This design comes from an exercise in tuning for small area on the open sky130 flow, not from production work.
RTL that was checked went through simulation tests only; none was proved equivalent to the original.
Power figures rest on the tool's default switching activity, not on a simulated workload.

==> flow/design.v (excerpt) <==
module cpuTop (
	input logic clock,
	input logic reset,
	input logic [15:0] memReadData,
	output logic [15:0] memAddr,
	output logic [15:0] memWriteData,
	output logic memWe,
	output logic fetchStrobe
);
==> module cpuTop, before the edit <==
module cpuTop (
	input logic clock,
	input logic reset,
	input logic [15:0] memReadData,
	output logic [15:0] memAddr,
	output logic [15:0] memWriteData,
	output logic memWe,
	output logic fetchStrobe
);
	localparam int flagCarry = 0;
	localparam int flagLow = 1;
	localparam int flagFlag = 2;
	localparam int flagZero = 3;
	localparam int flagNeg = 4;
	logic [3:0] phase;
	logic ex1;  
	logic ex2;  
	logic [255:0] rf;  
	logic [15:0] ir;
	logic [15:0] pcq;  
	logic [15:0] tq;  
	logic [4:0] psr;
	logic carry;  
	logic fEq;  
	logic fLt;  
	wire first = phase == 4'd0;
	wire last = phase == 4'd15;
	wire [15:0] inst = (ex1 && first) ? memReadData : ir;
	wire [3:0] op = inst[15:12];
	wire [3:0] ext = inst[7:4];
	wire [3:0] rdIndex = inst[11:8];
	wire [3:0] rsIndex = inst[3:0];
	wire [3:0] cond = inst[11:8];
	wire opR = op == 4'h0;
	wire opS = op == 4'h4;
	wire isAnd = (opR && ext == 4'h1) || op == 4'h1;
	wire isOr = (opR && ext == 4'h2) || op == 4'h2;
	wire isXor = (opR && ext == 4'h3) || op == 4'h3;
	wire isMov = (opR && ext == 4'hD) || op == 4'hD;
	wire isAdd = (opR && ext == 4'h5) || op == 4'h5;
	wire isCmp = (opR && ext == 4'hB) || op == 4'hB;
	wire isSub = (opR && ext == 4'h9) || op == 4'h9 || isCmp;
	wire isLui = op == 4'hF;
	wire isLsh = (opR && ext == 4'h4) || op == 4'h8;
	wire isBcc = op == 4'hC;
	wire isLoad = opS && ext == 4'h0;
	wire isStor = opS && ext == 4'h4;
	wire isJal = opS && ext == 4'h8;
	wire isJcc = opS && ext == 4'hC;
	wire isLong = isLoad || isStor || isLsh;
	wire setsFlags = isAdd || isSub;
	wire aluWrites = isAnd || isOr || isXor || isMov || isAdd || (isSub && !isCmp) || isLui;
	logic [15:0] lsb;
	always_comb
		for (int r = 0; r < 16; r++)
			lsb[r] = rf[16 * r];
	wire rsBit = lsb[rsIndex];
	wire rdBit = lsb[rdIndex];
	wire immLow = first ? inst[0] : tq[0];
	wire immSigned8 = op == 4'h5 || op == 4'h9 || op == 4'hB || op == 4'hC;
	wire immShift = op == 4'h8;
	logic immBit;
	always_comb begin
		if (phase[3])
			immBit = immSigned8 ? inst[7] : (immShift && inst[3]);
		else if (immShift && phase[2])
			immBit = inst[3];
		else
			immBit = immLow;
	end
	wire bBit = opR ? rsBit : immBit;
	wire aBit = rdBit;
	wire bEff = bBit ^ isSub;
	logic condTrue;
	wire taken = isBcc && condTrue;
	wire addA = (ex2 && !isLong) ? pcq[0] : rdBit;
	wire addB = ex2 ? (taken && immBit) : bEff;
	wire cin = first ? (ex2 ? !taken : isSub) : carry;
	wire sum = addA ^ addB ^ cin;
	wire cout = (addA & addB) | (addA & cin) | (addB & cin);
	logic aluBit;
	always_comb begin
		if (isAnd)
			aluBit = aBit & bBit;
		else if (isOr)
			aluBit = aBit | bBit;
		else if (isXor)
			aluBit = aBit ^ bBit;
		else if (isMov)
			aluBit = bBit;
		else if (isLui)
			aluBit = phase[3] ? tq[8] : aBit;
		else
			aluBit = sum;
	end
	wire eqIn = first | fEq;
	wire ltIn = !first & fLt;
	wire differ = aBit ^ bBit;
	logic [4:0] newFlags;
	always_comb begin
		newFlags[flagCarry] = cout ^ isSub;
		newFlags[flagLow] = differ ? aBit : ltIn;
		newFlags[flagFlag] = (aBit == bEff) && (sum != aBit);
		newFlags[flagZero] = eqIn && !differ;
		newFlags[flagNeg] = differ ? bBit : ltIn;
	end
	logic condBase;
	always_comb begin
		case (cond[3:1])
			3'd0: condBase = psr[flagZero];
			3'd1: condBase = psr[flagCarry];
			3'd2: condBase = psr[flagLow];
			3'd3: condBase = psr[flagNeg];
			3'd4: condBase = psr[flagFlag];
			3'd5: condBase = !(psr[flagLow] || psr[flagZero]);
			3'd6: condBase = !(psr[flagNeg] || psr[flagZero]);
			default: condBase = 1'b1;
		endcase
	end
	assign condTrue = condBase ^ cond[0];
	wire [3:0] shAmount = ir[3:0];
	logic [15:0] tapByAmount;
	always_comb
		for (int k = 0; k < 16; k++)
			tapByAmount[k] = tq[(16 - k) % 16];
	wire shLow = phase >= shAmount;
	wire shBit = tapByAmount[shAmount] && (fEq ? shLow : (fLt && !shLow));
	logic rfWe;
	logic rfBit;
	always_comb begin
		rfWe = 1'b0;
		rfBit = aluBit;
		if (ex1) begin
			rfWe = aluWrites || isLong;
			if (isLong)
				rfBit = pcq[0];
		end
		else if (ex2) begin
			rfWe = isLong || isJal;
			if (isLoad)
				rfBit = first ? memReadData[0] : tq[0];
			else if (isStor)
				rfBit = tq[0];
			else if (isLsh)
				rfBit = shBit;
			else
				rfBit = sum;  
		end
	end
	logic pcBit;
	always_comb begin
		pcBit = sum;
		if (!ex1 && !ex2)
			pcBit = 1'b0;
		else if (ex1) begin
			if (isLsh)
				pcBit = bBit;
			else if (isLoad || isStor)
				pcBit = rsBit;
			else
				pcBit = pcq[0];
		end
		else if (isJal || (isJcc && condTrue))
			pcBit = rsBit;
	end
	wire tBit = (ex1 && (isStor || isLsh)) ? rdBit : tq[0];
	wire tLoad = first && (ex1 || isLoad);  
	wire tLoadTop = first && !(isStor || isLsh);
	always_ff @(posedge clock) begin
		for (int r = 0; r < 16; r++)
			rf[16 * r +: 16] <= {(rfWe && rdIndex == 4'(r)) ? rfBit : rf[16 * r],
				rf[16 * r + 1 +: 15]};
		pcq <= {pcBit, pcq[15:1]};
		tq <= {tLoadTop ? memReadData[0] : tBit, tLoad ? memReadData[15:1] : tq[15:1]};
		ir <= inst;
		if (ex1 && last && isLsh)
			ir[3:0] <= pcq[4:1];  
		carry <= cout;
		if (ex1) begin
			if (isLsh) begin
				fEq <= (phase < 4'd4) || (fEq && !bBit);
				fLt <= (phase < 4'd4) || (fLt && bBit);
			end
			else begin
				fEq <= eqIn && !differ;
				fLt <= differ ? aBit : ltIn;
			end
		end
	end
	always_ff @(posedge clock) begin
		if (!reset) begin
			phase <= 4'd0;
			ex1 <= 1'b0;
			ex2 <= 1'b0;
			psr <= '0;
		end
		else begin
			phase <= phase + 4'd1;
			if (last) begin
				ex1 <= !ex1;
				ex2 <= ex1;
			end
			if (ex1 && last && setsFlags)
				psr <= newFlags;
		end
	end
	assign memAddr = {pcBit, pcq[15:1]};
	assign memWriteData = {tBit, tq[15:1]};
	assign memWe = ex1 && last && isStor;
	assign fetchStrobe = last && !ex1;  
endmodule
clock: 10.0 ns
lec_check: 0
abc_area: 1
cap_margin: 0
core_margin: 2
core_utilization: 60
slew_margin: 0
standard.sh (not shown) runs the stock make flow with config.mk's settings and CLKGATE_MAP_FILE= SYNTH_SCRIPT=/design/flow/synth_recipe.tcl, a recipe that flattens the netlist after the stock synthesis.
==> flow/flow/run.sh <==
#!/bin/bash
# The standard layout (standard.sh) with three changes:
# - synthesis maps with an area-only ABC script (flow/abc_area.script, in a
#   copy of the ORFS scripts folder); the rest of synthesis is unchanged,
#   so the registers and their names are the standard synthesis's;
# - the port buffers are buf_1;
# - clock tree synthesis inserts no dummy loads and uses clkbuf_4 clusters.
# Each tool's output goes to the ORFS logs under orfs/logs; make's own
# output goes to standard.log.
set -euo pipefail
here=$(pwd)
rm -rf "$here/scripts"
cp -r "$FLOW_HOME/scripts" "$here/scripts"
cp "$here/flow/abc_area.script" "$here/scripts/abc_area.script"
export BUFFER_PORTS_ARGS="-buffer_cell sky130_fd_sc_hd__buf_1"
export CTS_ARGS="-sink_clustering_enable -repair_clock_nets -dont_use_dummy_load -buf_list sky130_fd_sc_hd__clkbuf_4 -sink_clustering_size 10 -sink_clustering_max_diameter 40"
bash standard.sh SCRIPTS_DIR="$here/scripts" finish > standard.log 2>&1
==> flow/flow/abc_area.script <==
strash
dch -f
amap
The first run ran to the end with no violations.
Next try:
--- a/flow/design.v
+++ b/flow/design.v
@@ -55,13 +55,13 @@
 	logic [15:0] lsb;
 	always_comb
 		for (int r = 0; r < 16; r++)
 			lsb[r] = rf[16 * r];
 	wire rsBit = lsb[rsIndex];
 	wire rdBit = lsb[rdIndex];
-	wire immLow = first ? inst[0] : tq[0];
+	wire immLow = inst[phase[2:0]];
 	wire immSigned8 = op == 4'h5 || op == 4'h9 || op == 4'hB || op == 4'hC;
 	wire immShift = op == 4'h8;
 	logic immBit;
 	always_comb begin
 		if (phase[3])
 			immBit = immSigned8 ? inst[7] : (immShift && inst[3]);
@@ -88,13 +88,13 @@
 			aluBit = aBit | bBit;
 		else if (isXor)
 			aluBit = aBit ^ bBit;
 		else if (isMov)
 			aluBit = bBit;
 		else if (isLui)
-			aluBit = phase[3] ? tq[8] : aBit;
+			aluBit = phase[3] ? immLow : aBit;
 		else
 			aluBit = sum;
 	end
 	wire eqIn = first | fEq;
 	wire ltIn = !first & fLt;
 	wire differ = aBit ^ bBit;
@@ -162,21 +162,20 @@
 			else
 				pcBit = pcq[0];
 		end
 		else if (isJal || (isJcc && condTrue))
 			pcBit = rsBit;
 	end
-	wire tBit = (ex1 && (isStor || isLsh)) ? rdBit : tq[0];
-	wire tLoad = first && (ex1 || isLoad);  
-	wire tLoadTop = first && !(isStor || isLsh);
+	wire tBit = ex1 ? rdBit : tq[0];
+	wire loadData = ex2 && first && isLoad;
 	always_ff @(posedge clock) begin
 		for (int r = 0; r < 16; r++)
 			rf[16 * r +: 16] <= {(rfWe && rdIndex == 4'(r)) ? rfBit : rf[16 * r],
 				rf[16 * r + 1 +: 15]};
 		pcq <= {pcBit, pcq[15:1]};
-		tq <= {tLoadTop ? memReadData[0] : tBit, tLoad ? memReadData[15:1] : tq[15:1]};
+		tq <= {tBit, loadData ? memReadData[15:1] : tq[15:1]};
 		ir <= inst;
 		if (ex1 && last && isLsh)
 			ir[3:0] <= pcq[4:1];  
 		carry <= cout;
 		if (ex1) begin
 			if (isLsh) begin
Effect:
- The changed run completed with no timing, DRC or antenna violations
- count of clock-buffer cells in the layout went down by 1
- hold slack is worse by 0.035 ns
- non-clock buffer count went up by 1
- die area barely changes
- wire length went up by a few percent
- total power went down by a little under a tenth
- global-route usage went up by 1.0 points
- critical path depth went up by 1
Only the layout flow was run in the second run of this note; the RTL was not checked for function there.

The RTL this note starts from:
==> flow/design.v <==
`timescale 1ns/1ps
`default_nettype none
module cpuTop (
	input logic clock,
	input logic reset,
	input logic [15:0] memReadData,
	output logic [15:0] memAddr,
	output logic [15:0] memWriteData,
	output logic memWe,
	output logic fetchStrobe
);
	localparam int flagCarry = 0;
	localparam int flagLow = 1;
	localparam int flagFlag = 2;
	localparam int flagZero = 3;
	localparam int flagNeg = 4;
	logic [3:0] phase;
	logic ex1;  
	logic ex2;  
	logic [255:0] rf;  
	logic [15:0] ir;
	logic [15:0] pcq;  
	logic [15:0] tq;  
	logic [4:0] psr;
	logic carry;  
	logic incCarry;  
	logic fEq;  
	logic fLt;  
	wire first = phase == 4'd0;
	wire last = phase == 4'd15;
	wire [15:0] inst = (ex1 && first) ? memReadData : ir;
	wire [3:0] op = inst[15:12];
	wire [3:0] ext = inst[7:4];
	wire [3:0] rdIndex = inst[11:8];
	wire [3:0] rsIndex = inst[3:0];
	wire [3:0] cond = inst[11:8];
	wire opR = op == 4'h0;
	wire opS = op == 4'h4;
	wire isAnd = (opR && ext == 4'h1) || op == 4'h1;
	wire isOr = (opR && ext == 4'h2) || op == 4'h2;
	wire isXor = (opR && ext == 4'h3) || op == 4'h3;
	wire isMov = (opR && ext == 4'hD) || op == 4'hD;
	wire isAdd = (opR && ext == 4'h5) || op == 4'h5;
	wire isCmp = (opR && ext == 4'hB) || op == 4'hB;
	wire isSub = (opR && ext == 4'h9) || op == 4'h9 || isCmp;
	wire isLui = op == 4'hF;
	wire isLsh = (opR && ext == 4'h4) || op == 4'h8;
	wire isBcc = op == 4'hC;
	wire isLoad = opS && ext == 4'h0;
	wire isStor = opS && ext == 4'h4;
	wire isJal = opS && ext == 4'h8;
	wire isJcc = opS && ext == 4'hC;
	wire isLong = isLoad || isStor || isLsh;
	wire setsFlags = isAdd || isSub;
	wire aluWrites = isAnd || isOr || isXor || isMov || isAdd || (isSub && !isCmp) || isLui;
	logic [15:0] lsb;
	always_comb
		for (int r = 0; r < 16; r++)
			lsb[r] = rf[16 * r];
	wire rsBit = lsb[rsIndex];
	wire rdBit = lsb[rdIndex];
	wire immLow = inst[phase[2:0]];
	wire immSigned8 = op == 4'h5 || op == 4'h9 || op == 4'hB || op == 4'hC;
	wire immShift = op == 4'h8;
	logic immBit;
	always_comb begin
		if (phase[3])
			immBit = immSigned8 ? inst[7] : (immShift && inst[3]);
		else if (immShift && phase[2])
			immBit = inst[3];
		else
			immBit = immLow;
	end
	wire bBit = opR ? rsBit : immBit;
	wire aBit = isBcc ? pcq[0] : rdBit;
	wire bEff = bBit ^ isSub;
	wire cin = first ? isSub : carry;
	wire sum = aBit ^ bEff ^ cin;
	wire cout = (aBit & bEff) | (aBit & cin) | (bEff & cin);
	logic aluBit;
	always_comb begin
		if (isAnd)
			aluBit = aBit & bBit;
		else if (isOr)
			aluBit = aBit | bBit;
		else if (isXor)
			aluBit = aBit ^ bBit;
		else if (isMov)
			aluBit = bBit;
		else if (isLui)
			aluBit = phase[3] ? immLow : aBit;
		else
			aluBit = sum;
	end
	wire incSrc = ex2 ? rdBit : pcq[0];
	wire incIn = first | incCarry;
	wire incBit = incSrc ^ incIn;
	wire eqIn = first | fEq;
	wire ltIn = !first & fLt;
	wire differ = aBit ^ bBit;
	logic [4:0] newFlags;
	always_comb begin
		newFlags[flagCarry] = cout ^ isSub;
		newFlags[flagLow] = differ ? aBit : ltIn;
		newFlags[flagFlag] = (aBit == bEff) && (sum != aBit);
		newFlags[flagZero] = eqIn && !differ;
		newFlags[flagNeg] = differ ? bBit : ltIn;
	end
	logic condBase;
	always_comb begin
		case (cond[3:1])
			3'd0: condBase = psr[flagZero];
			3'd1: condBase = psr[flagCarry];
			3'd2: condBase = psr[flagLow];
			3'd3: condBase = psr[flagNeg];
			3'd4: condBase = psr[flagFlag];
			3'd5: condBase = !(psr[flagLow] || psr[flagZero]);
			3'd6: condBase = !(psr[flagNeg] || psr[flagZero]);
			default: condBase = 1'b1;
		endcase
	end
	wire condTrue = condBase ^ cond[0];
	wire [3:0] shAmount = ir[3:0];
	logic [15:0] tapByAmount;
	always_comb
		for (int k = 0; k < 16; k++)
			tapByAmount[k] = tq[(16 - k) % 16];
	wire shLow = phase >= shAmount;
	wire shBit = tapByAmount[shAmount] && (fEq ? shLow : (fLt && !shLow));
	logic rfWe;
	logic rfBit;
	always_comb begin
		rfWe = 1'b0;
		rfBit = aluBit;
		if (ex1) begin
			rfWe = aluWrites || isJal || isLong;
			if (isLong)
				rfBit = pcq[0];
			else if (isJal)
				rfBit = incBit;
		end
		else if (ex2) begin
			rfWe = 1'b1;
			if (isLoad)
				rfBit = first ? memReadData[0] : tq[0];
			else if (isStor)
				rfBit = tq[0];
			else
				rfBit = shBit;
		end
	end
	logic pcBit;
	always_comb begin
		pcBit = incBit;
		if (!ex1 && !ex2)
			pcBit = 1'b0;
		else if (ex1) begin
			if (isLsh)
				pcBit = bBit;
			else if (isLoad || isStor || isJal)
				pcBit = rsBit;
			else if (isJcc && condTrue)
				pcBit = rsBit;
			else if (isBcc && condTrue)
				pcBit = sum;
		end
	end
	wire tBit = ex1 ? rdBit : tq[0];
	wire loadData = ex2 && first && isLoad;
	always_ff @(posedge clock) begin
		for (int r = 0; r < 16; r++)
			rf[16 * r +: 16] <= {(rfWe && rdIndex == 4'(r)) ? rfBit : rf[16 * r],
				rf[16 * r + 1 +: 15]};
		pcq <= {pcBit, pcq[15:1]};
		tq <= {tBit, loadData ? memReadData[15:1] : tq[15:1]};
		ir <= inst;
		if (ex1 && last && isLsh)
			ir[3:0] <= pcq[4:1];  
		carry <= cout;
		incCarry <= incSrc & incIn;
		if (ex1) begin
			if (isLsh) begin
				fEq <= (phase < 4'd4) || (fEq && !bBit);
				fLt <= (phase < 4'd4) || (fLt && bBit);
			end
			else begin
				fEq <= eqIn && !differ;
				fLt <= differ ? aBit : ltIn;
			end
		end
	end
	always_ff @(posedge clock) begin
		if (!reset) begin
			phase <= 4'd0;
			ex1 <= 1'b0;
			ex2 <= 1'b0;
			psr <= '0;
		end
		else begin
			phase <= phase + 4'd1;
			if (last) begin
				ex1 <= !ex1 || !isLong;
				ex2 <= ex1 && isLong;
			end
			if (ex1 && last && setsFlags)
				psr <= newFlags;
		end
	end
	assign memAddr = {pcBit, pcq[15:1]};
	assign memWriteData = {tBit, tq[15:1]};
	assign memWe = ex1 && last && isStor;
	assign fetchStrobe = last && !(ex1 && isLong);  
endmodule
`default_nettype wire
export LEC_CHECK = 0
export ABC_AREA = 1
export CAP_MARGIN = 0
export CORE_MARGIN = 2
export CORE_UTILIZATION = 60
export SLEW_MARGIN = 0
create_clock -name core_clock -period 10.0 [get_ports {clock}]
Scripts as last shown in full above: flow/flow/run.sh, flow/flow/abc_area.script
Then changed:
--- a/flow/design.v
+++ b/flow/design.v
@@ -209,6 +209,6 @@
 	assign memAddr = {pcBit, pcq[15:1]};
 	assign memWriteData = {tBit, tq[15:1]};
 	assign memWe = ex1 && last && isStor;
-	assign fetchStrobe = last && !(ex1 && isLong);  
+	assign fetchStrobe = !(ex1 && isLoad);
 endmodule
 `default_nettype wire
What happened: Non-clock buffer count came out lower by 3; synthesized cell count came out higher slightly; sequential share of layout area came out lower by 0.11 points; cell area barely changes; global-route usage came out lower by 0.67 points; cell count came out higher slightly; via count came out lower slightly; register-to-register slack loses 0.89 ns; total power stays flat; first-iteration DRC count came out higher by a little under a tenth; clock power came out higher slightly; maximum frequency came out lower slightly; worst hold slack gains 0.019 ns; setup slack loses 0.12 ns.

what the ideal ports hide:
In the flow no input, the clock included, has a driving cell. The finished layouts below were timed again as built, in two steps. Step 1 assumes that a clkbuf_16 drives the clock port and a buf_2 every other input. Step 2 times the ports against the registers' clock, not the clock port: input delays grow and output delays shrink by t, the midpoint of the rising clock arrivals with the driver on. Slacks: no drivers / after step 1 / after step 2; pairs: no drivers / after step 1.
| run | t (ns) | setup slack, ns | slew at the worst register clock pin (ns) |
|---|---|---|---|
| the first run of note 1 | 0.637 | 0.807 / 0.771 / 1.408 | 0.10 / 0.10 |
| the second run of note 1 | 0.611 | 0.726 / 0.692 / 1.303 | 0.11 / 0.11 |
| the first run of note 2 | 0.631 | 0.889 / 0.851 / 1.452 | 0.11 / 0.11 |
| the second run of note 2 | 0.616 | 0.773 / 0.735 / 1.350 | 0.10 / 0.10 |
After both steps every run listed still meets setup and hold.
